Context: an optimization exercise on an open-source flow, tuned for small area, a short achievable clock period and few clock cycles per item. The choices shown serve that exercise and are no tape-out recipe. RTL that was checked went through simulation tests only; none was proved equivalent to the original. Power and IR drop assume default switching activity.

==> flow/design.v (excerpt) <==
module gf2_split_mul (
	input  wire         clk,
	input  wire         rst,
	input  wire         in_valid,
	output logic        in_ready,
	input  wire  [47:0] a,
	input  wire  [47:0] b,
	output logic        out_valid,
	input  wire         out_ready,
	output logic [95:0] c
);
Size in the first run: about 130 flip-flops, about 200 I/O pins.
clock: 5.0 ns
lec_check: 0
cap_margin: 20
core_margin: 2
core_utilization: 60
place_density: 0.8
setup_slack_margin: 2.0
slew_margin: 20
tns_end_percent: 0
standard.sh (not shown) runs the stock make flow with config.mk's settings and CLKGATE_MAP_FILE= SYNTH_SCRIPT=/design/flow/synth_recipe.tcl, a recipe that flattens the netlist after the stock synthesis.
==> flow/flow/run.sh <==
#!/bin/bash
# Own layout flow: the standard flow (standard.sh) with the standard
# synthesis unchanged, then the layout steps with the delay cells
# (clkdlybuf4s*, dlygate*, dlymetal*) added to the don't-use list, so that
# the port buffers and the timing repair use plain buffers instead.
set -euo pipefail
W=$(pwd)
bash standard.sh synth > "$W/flow_synth.log" 2>&1
DELAY_CELLS=""
for c in clkdlybuf4s15_1 clkdlybuf4s15_2 clkdlybuf4s18_1 clkdlybuf4s18_2 \
	clkdlybuf4s25_1 clkdlybuf4s25_2 clkdlybuf4s50_1 clkdlybuf4s50_2 \
	dlygate4sd1_1 dlygate4sd2_1 dlygate4sd3_1 \
	dlymetal6s2s_1 dlymetal6s4s_1 dlymetal6s6s_1; do
	DELAY_CELLS="$DELAY_CELLS sky130_fd_sc_hd__$c"
done
# The design config is read before the platform's, whose list is added to this one.
{ cat "$W/config.mk"; echo "export DONT_USE_CELLS =$DELAY_CELLS"; } > "$W/own_config.mk"
sed "s|DESIGN_CONFIG=[^ ]*|DESIGN_CONFIG=$W/own_config.mk|" "$W/standard.sh" > "$W/own_standard.sh"
grep -q "DESIGN_CONFIG=$W/own_config.mk" "$W/own_standard.sh"
bash "$W/own_standard.sh" > "$W/flow_layout.log" 2>&1
The first run completed without violations.
==> next run, changes <==
--- a/flow/flow/run.sh
+++ b/flow/flow/run.sh
@@ -5 +5,4 @@
-# the port buffers and the timing repair use plain buffers instead.
+# the port buffers and the timing repair use plain buffers instead, and with
+# the buffers of synthesis removed at floorplan (REMOVE_ABC_BUFFERS) instead
+# of a timing repair there without wires; the repair after clock tree
+# synthesis then sizes the logic with placement parasitics.
@@ -17 +20,5 @@
-{ cat "$W/config.mk"; echo "export DONT_USE_CELLS =$DELAY_CELLS"; } > "$W/own_config.mk"
+{
+	cat "$W/config.mk"
+	echo "export DONT_USE_CELLS =$DELAY_CELLS"
+	echo "export REMOVE_ABC_BUFFERS = 1"
+} > "$W/own_config.mk"
Result: Area after synthesis stays the same; final area drops by 1.5%; core utilization is lower by 0.99 points; first-iteration DRC count goes down by 2.3%; total power falls by 1.4%; critical path depth does not change; final cell count increases by 0.36%; fmax went down by 1.5%.
No run of this note included a check of the RTL's function; only the layout flow was run.

* * *

wip/yarrow:
Another version of the RTL of gf2_split_mul (not shown whole).
For scale: about 120 flip-flops, about 200 I/O pins, about 23000 um^2 of cells after synthesis.
## gf2_split_mul
module gf2_split_mul (
	input  wire         clk,
	input  wire         rst,
	input  wire         in_valid,
	output logic        in_ready,
	input  wire  [47:0] a,
	input  wire  [47:0] b,
	output logic        out_valid,
	input  wire         out_ready,
	output logic [95:0] c
);
	logic out_take;
	assign out_take = !out_valid || out_ready;
	assign in_ready = out_take;
	always_ff @(posedge clk) begin
		if (rst) begin
			out_valid <= 1'b0;
		end else if (out_take) begin
			out_valid <= in_valid;
		end
	end
	clmul48_pipe u_mul (.clk(clk), .en(out_take), .a(a), .b(b), .p(c));
endmodule
Settings: LEC_CHECK=0, CAP_MARGIN=20, CORE_MARGIN=2, CORE_UTILIZATION=60, PLACE_DENSITY=0.8, SETUP_SLACK_MARGIN=2.3, SLEW_MARGIN=20, TNS_END_PERCENT=0; clock period 5.0 ns.
==> flow/flow/run.sh <==
#!/bin/bash
# Own layout flow: the standard flow (standard.sh) with the standard
# synthesis unchanged, then the layout steps with the delay cells
# (clkdlybuf4s*, dlygate*, dlymetal*) added to the don't-use list, so that
# the port buffers and the timing repair use plain buffers instead, and with
# the buffers of synthesis removed at floorplan (REMOVE_ABC_BUFFERS) instead
# of a timing repair there without wires; the repair after clock tree
# synthesis then sizes the logic with placement parasitics.
set -euo pipefail
W=$(pwd)
bash standard.sh synth > "$W/flow_synth.log" 2>&1
DELAY_CELLS=""
for c in clkdlybuf4s15_1 clkdlybuf4s15_2 clkdlybuf4s18_1 clkdlybuf4s18_2 \
	clkdlybuf4s25_1 clkdlybuf4s25_2 clkdlybuf4s50_1 clkdlybuf4s50_2 \
	dlygate4sd1_1 dlygate4sd2_1 dlygate4sd3_1 \
	dlymetal6s2s_1 dlymetal6s4s_1 dlymetal6s6s_1; do
	DELAY_CELLS="$DELAY_CELLS sky130_fd_sc_hd__$c"
done
# The design config is read before the platform's, whose list is added to this one.
{
	cat "$W/config.mk"
	echo "export DONT_USE_CELLS =$DELAY_CELLS"
	echo "export REMOVE_ABC_BUFFERS = 1"
} > "$W/own_config.mk"
sed "s|DESIGN_CONFIG=[^ ]*|DESIGN_CONFIG=$W/own_config.mk|" "$W/standard.sh" > "$W/own_standard.sh"
grep -q "DESIGN_CONFIG=$W/own_config.mk" "$W/own_standard.sh"
bash "$W/own_standard.sh" > "$W/flow_layout.log" 2>&1
Testbench counts of wip/yarrow, summed over its fixed seeds: cycles 2,056, items 2,048.
Input-level comparison between wip/lagoon and wip/yarrow:
--- a/flow/flow/run.sh
+++ b/flow/flow/run.sh
@@ -6,5 +6,6 @@
 # the buffers of synthesis removed at floorplan (REMOVE_ABC_BUFFERS) instead
 # of a timing repair there without wires; the repair after clock tree
-# synthesis then sizes the logic with placement parasitics.
+# synthesis then sizes the logic with placement parasitics. The port
+# buffers are buf_2 cells instead of the weakest buffer.
 set -euo pipefail
 W=$(pwd)
@@ -22,4 +23,5 @@
 	echo "export DONT_USE_CELLS =$DELAY_CELLS"
 	echo "export REMOVE_ABC_BUFFERS = 1"
+	echo "export BUFFER_PORTS_ARGS = -buffer_cell sky130_fd_sc_hd__buf_2"
 } > "$W/own_config.mk"
 sed "s|DESIGN_CONFIG=[^ ]*|DESIGN_CONFIG=$W/own_config.mk|" "$W/standard.sh" > "$W/own_standard.sh"
--- a/flow/config.mk
+++ b/flow/config.mk
@@ -10,5 +10,5 @@
 export CORE_UTILIZATION = 60
 export PLACE_DENSITY = 0.8
-export SETUP_SLACK_MARGIN = 2.3
+export SETUP_SLACK_MARGIN = 2.0
 export SLEW_MARGIN = 20
 export TNS_END_PERCENT = 0
## What came out
wip/lagoon reached the end of the flow, and the finished layout is clean on the timing, design-rule and antenna checks.
wip/yarrow closes out successfully: all stages finished, all timing, DRC and antenna checks passed.
The lower power of the combinational group of wip/yarrow and wip/lagoon is in wip/lagoon.
The first-iteration DRC count in wip/lagoon is 0.75 times that in wip/yarrow.
Going from wip/yarrow to wip/lagoon, the setup slack of the critical path after layout was found to have gone down by 140 ps.
Total area of multi-input combinational cells for wip/lagoon is lower than for wip/yarrow.
Power consumption on wip/lagoon is ahead of wip/yarrow.
Compared with wip/yarrow, wip/lagoon shows a design area that is 8.2% lower.
Modified inputs, wip/fjord compared to wip/lagoon
--- a/flow/flow/run.sh
+++ b/flow/flow/run.sh
@@ -7,5 +7,5 @@
 # of a timing repair there without wires; the repair after clock tree
 # synthesis then sizes the logic with placement parasitics. The port
-# buffers are buf_2 cells instead of the weakest buffer.
+# buffers are buf_4 cells instead of the weakest buffer.
 set -euo pipefail
 W=$(pwd)
@@ -23,5 +23,5 @@
 	echo "export DONT_USE_CELLS =$DELAY_CELLS"
 	echo "export REMOVE_ABC_BUFFERS = 1"
-	echo "export BUFFER_PORTS_ARGS = -buffer_cell sky130_fd_sc_hd__buf_2"
+	echo "export BUFFER_PORTS_ARGS = -buffer_cell sky130_fd_sc_hd__buf_4"
 } > "$W/own_config.mk"
 sed "s|DESIGN_CONFIG=[^ ]*|DESIGN_CONFIG=$W/own_config.mk|" "$W/standard.sh" > "$W/own_standard.sh"
--- a/flow/config.mk
+++ b/flow/config.mk
@@ -10,5 +10,5 @@
 export CORE_UTILIZATION = 60
 export PLACE_DENSITY = 0.8
-export SETUP_SLACK_MARGIN = 2.0
+export SETUP_SLACK_MARGIN = 1.8
 export SLEW_MARGIN = 20
 export TNS_END_PERCENT = 0
--- outcome ---
- wip/fjord completed end to end with timing, DRC and antenna clean.
- Compared with wip/lagoon, in wip/fjord half-perimeter wire length of the detailed placement result shows a reduction of 0.36%; synthesis-to-layout area growth shows a reduction of 2.6 points; number of signal-net inverters in the final layout shows no meaningful change; multi-input combinational cell area shows a reduction of about 4.3%.
- Between wip/fjord and wip/lagoon, it is wip/fjord whose share of final layout cell area taken by clock buffers and inverters is higher, by 0.61 points.
- Clock power ends up higher on wip/fjord.
Input changes introduced in wip/harbor (baseline for comparison: wip/fjord):
--- a/flow/config.mk
+++ b/flow/config.mk
@@ -10,5 +10,5 @@
 export CORE_UTILIZATION = 60
 export PLACE_DENSITY = 0.8
-export SETUP_SLACK_MARGIN = 1.8
+export SETUP_SLACK_MARGIN = 2.0
 export SLEW_MARGIN = 20
 export TNS_END_PERCENT = 0
Results
- wip/harbor: flow completed, timing, DRC and antenna clean
- u_mul.r[111]$_DFFE_PP_ as the termination of the worst setup path was reported by wip/fjord, and u_mul.r[78]$_DFFE_PP_ by wip/harbor.
- Portion of total power attributed to combinational logic (wip/harbor over wip/fjord): increase, 0.3 points
- Area added between synthesis and finish in wip/harbor is 1.7 points above wip/fjord.
- wip/harbor vs. wip/fjord: clock transition at the registers of the reported paths rose by 20 ps; cell count stayed essentially flat; clock power stayed essentially flat; final routed wirelength across all metal layers stayed essentially flat.
#### Input delta (wip/sierra over wip/harbor)
--- a/flow/flow/run.sh
+++ b/flow/flow/run.sh
@@ -6,6 +6,5 @@
 # the buffers of synthesis removed at floorplan (REMOVE_ABC_BUFFERS) instead
 # of a timing repair there without wires; the repair after clock tree
-# synthesis then sizes the logic with placement parasitics. The port
-# buffers are buf_4 cells instead of the weakest buffer.
+# synthesis then sizes the logic with placement parasitics.
 set -euo pipefail
 W=$(pwd)
@@ -23,5 +22,4 @@
 	echo "export DONT_USE_CELLS =$DELAY_CELLS"
 	echo "export REMOVE_ABC_BUFFERS = 1"
-	echo "export BUFFER_PORTS_ARGS = -buffer_cell sky130_fd_sc_hd__buf_4"
 } > "$W/own_config.mk"
 sed "s|DESIGN_CONFIG=[^ ]*|DESIGN_CONFIG=$W/own_config.mk|" "$W/standard.sh" > "$W/own_standard.sh"
Results
- Compared to wip/harbor, wip/sierra shows a wider setup margin.
- Summary: with wip/harbor as the reference, routed length per placed instance in wip/sierra moved down by a few percent.
- wip/sierra vs wip/harbor — weighted congestion reported at the end of routability-driven placement rose about 5%.
- When wip/sierra is measured against wip/harbor, its global routing usage on met1 turns out 0.49 points lower.
- wip/sierra finished every stage and its layout cleared the timing, design-rule and antenna checks.
- Going from wip/harbor to wip/sierra, proportion of cell area occupied by registers level, share of final layout cell area taken by clock buffers and inverters lower, leakage power of the design roughly the same, global-route wire length before repair decreased by 2.9% relative to the old numbers.
Changes in wip/zinc relative to wip/sierra:
--- a/flow/config.mk
+++ b/flow/config.mk
@@ -8,6 +8,6 @@
 export CAP_MARGIN = 20
 export CORE_MARGIN = 2
-export CORE_UTILIZATION = 60
-export PLACE_DENSITY = 0.8
+export CORE_UTILIZATION = 65
+export PLACE_DENSITY = 0.85
 export SETUP_SLACK_MARGIN = 2.0
 export SLEW_MARGIN = 20
Results
- wip/zinc | status: complete | timing, DRC, antenna: pass
- Reported for wip/sierra and wip/zinc, xor/xnor share of the synthesized area turned out identical to the last digit.
- Relative to wip/sierra, worst setup slack has gone down in wip/zinc.
- Via count of the routed design, wip/sierra and wip/zinc: smaller value in wip/sierra
- Diff wip/sierra..wip/zinc | total buffers and inverters traversed by the critical path | unchanged
- From wip/zinc to wip/sierra, mapped cell area did not move at all.
- Final core utilization on wip/zinc is up relative to wip/sierra.
- Against wip/sierra as the reference, wip/zinc delivers a higher critical path data arrival time.

what the ideal ports hide:
Ports are ideal in the flow. The routed layouts listed here were re-timed in OpenROAD. Step 1 (the two cells are an assumption about what drives the block):
set clk [get_ports {clk}]
set_driving_cell -lib_cell sky130_fd_sc_hd__clkbuf_16 $clk
set_driving_cell -lib_cell sky130_fd_sc_hd__buf_2 [delete_from_list [all_inputs] $clk]
Step 2 moves the port delays by t, midway between the first and last clock arrival at a register: inputs arrive t later, outputs are due t later. That takes back most of the time a late clock gives input paths. Three values: ideal, step 1, step 2; two values: the first two.
run	t (ns)	slack for setup (ns)	hold slack, ns	latest minus earliest clock arrival (ns)	cell pins on the clock port's net
the first run of note 1	0.492	1.791 / 1.818 / 1.326	0.714 / 0.687 / 1.066	0.021 / 0.020	1
the second run of note 1	0.480	1.740 / 1.764 / 1.283	0.718 / 0.691 / 0.907	0.023 / 0.023	1
wip/yarrow	0.487	1.665 / 1.689 / 1.202	0.713 / 0.691 / 1.026	0.029 / 0.029	1
wip/lagoon	0.494	1.524 / 1.559 / 1.065	0.719 / 0.685 / 0.931	0.022 / 0.022	1
wip/fjord	0.497	1.634 / 1.663 / 1.165	0.709 / 0.685 / 0.878	0.022 / 0.021	1
wip/harbor	0.495	1.780 / 1.808 / 1.313	0.707 / 0.685 / 0.895	0.020 / 0.020	1
wip/sierra	0.486	1.797 / 1.821 / 1.335	0.714 / 0.692 / 1.029	0.026 / 0.026	1
wip/zinc	0.477	1.738 / 1.761 / 1.284	0.715 / 0.693 / 1.012	0.016 / 0.016	1
After both steps setup and hold are still met in every run listed. For wip/fjord, which loses most, drivers alone change the setup slack by +0.029 ns; drivers and shift together by -0.469 ns.
